What follows belongs to an exercise in optimizing a design on an open flow for small area, a short achievable clock period and few clock cycles per item; a production flow would make more cautious choices. Function was checked by simulation only, so behaviour that the tests miss may differ from the original. No activity file was given, so power comes from the tool's default toggle rates.

==> flow/design.v (excerpt) <==
module gomoku_top (
    input  logic               clock,
    input  logic               rst,
    input  logic [5-1:0] awaddr,
    input  logic               awvalid,
    output logic               awready,
    input  logic [32-1:0] wdata,
    input  logic               wvalid,
    output logic               wready,
    output logic               bvalid,
    output logic [1:0]         bresp,
    input  logic               bready,
    input  logic [5-1:0] araddr,
    input  logic               arvalid,
    output logic               arready,
    output logic               rvalid,
    output logic [32-1:0] rdata,
    output logic [1:0]         rresp,
    input  logic               rready,
    output logic [6:0]         hex0,
    output logic [6:0]         hex1,
    output logic [7:0]         ledr,
    output logic [7:0]         ledg
);
    logic                                 clear;
    logic                                 wr_en;
    logic                                 diag;
    logic [3:0][4:0]               s1;
    logic [3:0][4:0]               s2;
    logic                                 neg1;
    logic                                 top2;
    logic [4-1:0]                  pick_row;
    logic [4-1:0]                  last_row;
    logic [4-1:0]                  last_col;
    logic                                 white;
    logic                                 won;
    logic                                 five;
    gomoku_pkg::cell_t                    pt;
    logic [16-1:0][1:0]           lo1;
    logic [16-1:0][1:0]           lo2;
    logic [16-1:0][1:0]           hi1;
    logic [16-1:0][1:0]           hi2;
  ...
export LEC_CHECK = 0
export ABC_CLOCK_PERIOD_IN_PS = 2500
export CAP_MARGIN = 20
export CORE_MARGIN = 2
export CORE_UTILIZATION = 30
export CTS_BUF_LIST = sky130_fd_sc_hd__clkbuf_16
export CTS_CLUSTER_DIAMETER = 80
export CTS_CLUSTER_SIZE = 25
export PLACE_DENSITY = 0.8
export SETUP_SLACK_MARGIN = 4.8
export SLEW_MARGIN = 20
export TNS_END_PERCENT = 25
create_clock -name core_clock -period 8.0 [get_ports {clock}]
run.sh (not shown) runs the stock make flow with config.mk's settings and CLKGATE_MAP_FILE= SYNTH_SCRIPT=/design/flow/synth_recipe.tcl, a recipe that flattens the netlist after the stock synthesis.
The first run ran to the end with no violations.
Testbench counts at the start, summed over its fixed seeds: cycles 17,312, moves 3,200.
Change:
--- a/flow/config.mk
+++ b/flow/config.mk
@@ -7,3 +7,3 @@
 export LEC_CHECK = 0
-export ABC_CLOCK_PERIOD_IN_PS = 2500
+export ABC_CLOCK_PERIOD_IN_PS = 3000
 export CAP_MARGIN = 20
@@ -15,3 +15,3 @@
 export PLACE_DENSITY = 0.8
-export SETUP_SLACK_MARGIN = 4.8
+export SETUP_SLACK_MARGIN = 4.0
 export SLEW_MARGIN = 20
The changed run passed the timing, DRC and antenna checks.
Final area is lower by a few percent.
Register-to-register slack loses 0.63 ns.
Worst hold slack is better by 0.0062 ns.
Wire length went down slightly.
Combinational power fell by roughly a tenth.


Setup of build 16:
Starting RTL as in the previous note.
clock: 8.0 ns
lec_check: 0
abc_clock_period_in_ps: 3000
cap_margin: 20
core_margin: 2
core_utilization: 30
cts_buf_list: sky130_fd_sc_hd__clkbuf_16
cts_cluster_diameter: 80
cts_cluster_size: 20
place_density: 0.8
setup_slack_margin: 4.8
slew_margin: 20
tns_end_percent: 25
Build 16 | status: complete | timing, DRC, antenna: pass
Testbench counts of build 16, summed over its fixed seeds: cycles 17,312, moves 3,200.
The inputs of build 57 differ from those of build 16 as listed below.
# build 16
export LEC_CHECK = 0
export ABC_CLOCK_PERIOD_IN_PS = 3000
export CAP_MARGIN = 20
export CORE_MARGIN = 2
export CORE_UTILIZATION = 30
export CTS_BUF_LIST = sky130_fd_sc_hd__clkbuf_16
export CTS_CLUSTER_DIAMETER = 80
export CTS_CLUSTER_SIZE = 20
export PLACE_DENSITY = 0.8
export SETUP_SLACK_MARGIN = 4.8
export SLEW_MARGIN = 20
export TNS_END_PERCENT = 25
create_clock -name core_clock -period 8.0 [get_ports {clock}]
# build 57
export LEC_CHECK = 0
export ABC_CLOCK_PERIOD_IN_PS = 3000
export CAP_MARGIN = 20
export CORE_MARGIN = 2
export CORE_UTILIZATION = 30
export CTS_BUF_LIST = sky130_fd_sc_hd__clkbuf_16
export CTS_CLUSTER_DIAMETER = 80
export CTS_CLUSTER_SIZE = 25
export PLACE_DENSITY = 0.8
export SETUP_SLACK_MARGIN = 4.6
export SLEW_MARGIN = 20
export TNS_END_PERCENT = 25
create_clock -name core_clock -period 8.0 [get_ports {clock}]
For build 16 and build 57, there was not a single run that failed to finish clean.
Re arithmetic-cell share of the synthesized area counting full adders, half adders and majority gates: no difference whatsoever between build 57 and build 16.
Changes observed in build 57 relative to build 16: final worst setup slack has decreased; cell internal power dissipation dropped 180 uW; buffer count excluding the clock tree in the final layout dropped 66.
Looking at total routed wire length on the met1 layer across build 16 and build 57, the one that comes out lower is build 57.
Logic gate share of total power came out lower on build 57 than on build 16.
The lower final total power of build 16 and build 57 is in build 57.
### build 57 -> build 13
# build 57
export LEC_CHECK = 0
export ABC_CLOCK_PERIOD_IN_PS = 3000
export CAP_MARGIN = 20
export CORE_MARGIN = 2
export CORE_UTILIZATION = 30
export CTS_BUF_LIST = sky130_fd_sc_hd__clkbuf_16
export CTS_CLUSTER_DIAMETER = 80
export CTS_CLUSTER_SIZE = 25
export PLACE_DENSITY = 0.8
export SETUP_SLACK_MARGIN = 4.6
export SLEW_MARGIN = 20
export TNS_END_PERCENT = 25
create_clock -name core_clock -period 8.0 [get_ports {clock}]
# build 13
export LEC_CHECK = 0
export ABC_CLOCK_PERIOD_IN_PS = 3000
export CAP_MARGIN = 20
export CORE_MARGIN = 2
export CORE_UTILIZATION = 30
export CTS_BUF_LIST = sky130_fd_sc_hd__clkbuf_16
export CTS_CLUSTER_DIAMETER = 80
export CTS_CLUSTER_SIZE = 25
export SETUP_SLACK_MARGIN = 5
export SLEW_MARGIN = 20
export TNS_END_PERCENT = 25
create_clock -name core_clock -period 8.0 [get_ports {clock}]
Notes after the runs:
There was hardly any difference in minimum hold slack between build 13 and build 57.
Of build 13 and build 57, the lower H-tree depth reported by CTS belongs to build 57.
In the reports for build 13 and build 57, the smaller detailed-route wire length belongs to build 57.
Side by side, final area turned out higher in build 13 than in build 57.
Higher clock skew was reported by build 57, not build 13.
Per the final summary, build 13 finished and its layout is clean on timing, DRC and antenna.
The lower achievable clock frequency came out of build 57.
Compared with build 57, build 13 shows tightest slew margin relative to the limit higher by 4.4 points.
Of build 13 and build 57, the lower area overhead of the layout relative to synthesis belongs to build 57.
Number of buffers and inverters on the critical path: build 57 vs build 13 identical
Here is what was changed in the inputs of build 48 compared with build 13.
# build 13
export LEC_CHECK = 0
export ABC_CLOCK_PERIOD_IN_PS = 3000
export CAP_MARGIN = 20
export CORE_MARGIN = 2
export CORE_UTILIZATION = 30
export CTS_BUF_LIST = sky130_fd_sc_hd__clkbuf_16
export CTS_CLUSTER_DIAMETER = 80
export CTS_CLUSTER_SIZE = 25
export SETUP_SLACK_MARGIN = 5
export SLEW_MARGIN = 20
export TNS_END_PERCENT = 25
create_clock -name core_clock -period 8.0 [get_ports {clock}]
# build 48
export LEC_CHECK = 0
export ABC_CLOCK_PERIOD_IN_PS = 3000
export CAP_MARGIN = 20
export CORE_MARGIN = 2
export CORE_UTILIZATION = 30
export CTS_BUF_LIST = sky130_fd_sc_hd__clkbuf_16
export CTS_CLUSTER_DIAMETER = 80
export CTS_CLUSTER_SIZE = 25
export PLACE_DENSITY = 0.8
export SETUP_SLACK_MARGIN = 4.8
export SLEW_MARGIN = 20
export TNS_END_PERCENT = 25
create_clock -name core_clock -period 8.0 [get_ports {clock}]
### Flow results
Build 48 gives more multi-input combinational area share than build 13 did.
Taking build 13 as the reference, in build 48 placed instance count now sits lower; via count now sits at about the same level.
Relative to build 13, number of nets at the end of the flow has decreased by 55 in build 48.
The wire length on met2 reported for build 48 is smaller than that of build 13 by 4400 um.
Between build 13 and build 48, the share of power burned in combinational logic does not differ in any meaningful way.
Going from build 13 to build 48, total internal power shrinks by about 4%.
Diff build 13 -> build 48: setup slack after layout shrank by 0.023 ns, clock network contribution to total cell area shows a reduction of 0.49 points.
> inputs changed (build 48 -> build 18)
# build 48
export LEC_CHECK = 0
export ABC_CLOCK_PERIOD_IN_PS = 3000
export CAP_MARGIN = 20
export CORE_MARGIN = 2
export CORE_UTILIZATION = 30
export CTS_BUF_LIST = sky130_fd_sc_hd__clkbuf_16
export CTS_CLUSTER_DIAMETER = 80
export CTS_CLUSTER_SIZE = 25
export PLACE_DENSITY = 0.8
export SETUP_SLACK_MARGIN = 4.8
export SLEW_MARGIN = 20
export TNS_END_PERCENT = 25
create_clock -name core_clock -period 8.0 [get_ports {clock}]
# build 18
export LEC_CHECK = 0
export ABC_CLOCK_PERIOD_IN_PS = 3000
export CAP_MARGIN = 20
export CORE_MARGIN = 2
export CORE_UTILIZATION = 30
export CTS_BUF_LIST = sky130_fd_sc_hd__clkbuf_16
export CTS_CLUSTER_DIAMETER = 80
export CTS_CLUSTER_SIZE = 25
export PLACE_DENSITY = 0.8
export SETUP_SLACK_MARGIN = 4.7
export SLEW_MARGIN = 20
export TNS_END_PERCENT = 25
create_clock -name core_clock -period 8.0 [get_ports {clock}]
## What came out
NOTE: post-cts sizing count in build 18 falls short of that of build 48. On cell depth of the worst setup path: between build 48 and build 18, it ends up lower for build 18. Build 48 -> build 18: number of buffers added on ports delta 0, exact match. Of build 48 and build 18, build 18 shows the lower area fraction of clock buffers and clock inverters, with build 48 above it. Relative to build 48, total number of vias has increased by 772 in build 18.
Input changes introduced in build 27 (baseline for comparison: build 18):
# build 18
export LEC_CHECK = 0
export ABC_CLOCK_PERIOD_IN_PS = 3000
export CAP_MARGIN = 20
export CORE_MARGIN = 2
export CORE_UTILIZATION = 30
export CTS_BUF_LIST = sky130_fd_sc_hd__clkbuf_16
export CTS_CLUSTER_DIAMETER = 80
export CTS_CLUSTER_SIZE = 25
export PLACE_DENSITY = 0.8
export SETUP_SLACK_MARGIN = 4.7
export SLEW_MARGIN = 20
export TNS_END_PERCENT = 25
create_clock -name core_clock -period 8.0 [get_ports {clock}]
# build 27
export LEC_CHECK = 0
export ABC_CLOCK_PERIOD_IN_PS = 3000
export CAP_MARGIN = 20
export CORE_MARGIN = 2
export CORE_UTILIZATION = 30
export CTS_BUF_LIST = sky130_fd_sc_hd__clkbuf_16
export CTS_CLUSTER_DIAMETER = 80
export CTS_CLUSTER_SIZE = 25
export PLACE_DENSITY = 0.8
export SETUP_SLACK_MARGIN = 4.4
export SLEW_MARGIN = 20
export TNS_END_PERCENT = 25
create_clock -name core_clock -period 8.0 [get_ports {clock}]
## What came out
- Sequential share of cell area was higher in the run labelled build 27.
- Build 18 -> build 27: flip-flop and latch count delta 0, exact match
- Global-route wire length before repair delta (build 27 − build 18): favourable
- | achievable frequency | build 27 vs build 18 | 16 MHz lower |
- The wire length of build 27 is lower than that of build 18.
- Number of buffers other than clock buffers in the final layout was lower in the run labelled build 27.
- In summary, build 27 completed successfully, with a layout that passed the timing, DRC and antenna checks.
- Changes observed in build 27 relative to build 18: number of buffers between clock root and the deepest sink closely matched the old numbers; relative area of non-clock buffer cells in the final design fell 1.3 points; fraction of area in clock buffers and inverters held steady; setup slack has decreased; headroom to the max-slew limit decreased by 2.3 points relative to the old numbers.

-- what the ideal ports hide --
The flow's constraints put no driver on any port. The routed layouts listed below were extracted and timed again, unchanged, in two steps. Step 1 (the two cells are an assumption about what drives the block):
set clk [get_ports {clock}]
set_driving_cell -lib_cell sky130_fd_sc_hd__clkbuf_16 $clk
set_driving_cell -lib_cell sky130_fd_sc_hd__buf_2 [delete_from_list [all_inputs] $clk]
Step 2 moves the port delays by t, midway between the first and last clock arrival at a register: inputs arrive t later, outputs are due t later. That takes back most of the time a late clock gives input paths. Slacks: ideal ports / drivers / drivers and shift; pairs: ideal ports / drivers.
run | shift t [ns] | setup slack, ns | worst hold slack (ns) | worst slew at a driven data input, ns | cell pins on the clock port's net
the first run of note 1 | 0.714 | 4.643 / 4.620 / 4.068 | 0.494 / 0.494 / 0.494 | 0.04 | 1
the second run of note 1 | 0.706 | 4.008 / 4.008 / 3.551 | 0.500 / 0.500 / 0.500 | 0.04 | 1
build 16 | 0.659 | 4.659 / 4.592 / 4.197 | 0.496 / 0.496 / 0.496 | 0.04 | 1
build 57 | 0.700 | 4.561 / 4.493 / 4.051 | 0.497 / 0.497 / 0.497 | 0.04 | 1
build 13 | 0.659 | 4.666 / 4.666 / 4.339 | 0.495 / 0.495 / 0.495 | 0.04 | 1
build 48 | 0.714 | 4.643 / 4.620 / 4.068 | 0.494 / 0.494 / 0.494 | 0.04 | 1
build 18 | 0.704 | 4.597 / 4.531 / 4.075 | 0.497 / 0.497 / 0.497 | 0.04 | 1
build 27 | 0.702 | 4.396 / 4.364 / 3.903 | 0.497 / 0.497 / 0.497 | 0.04 | 1
After both steps every run listed still meets setup and hold.
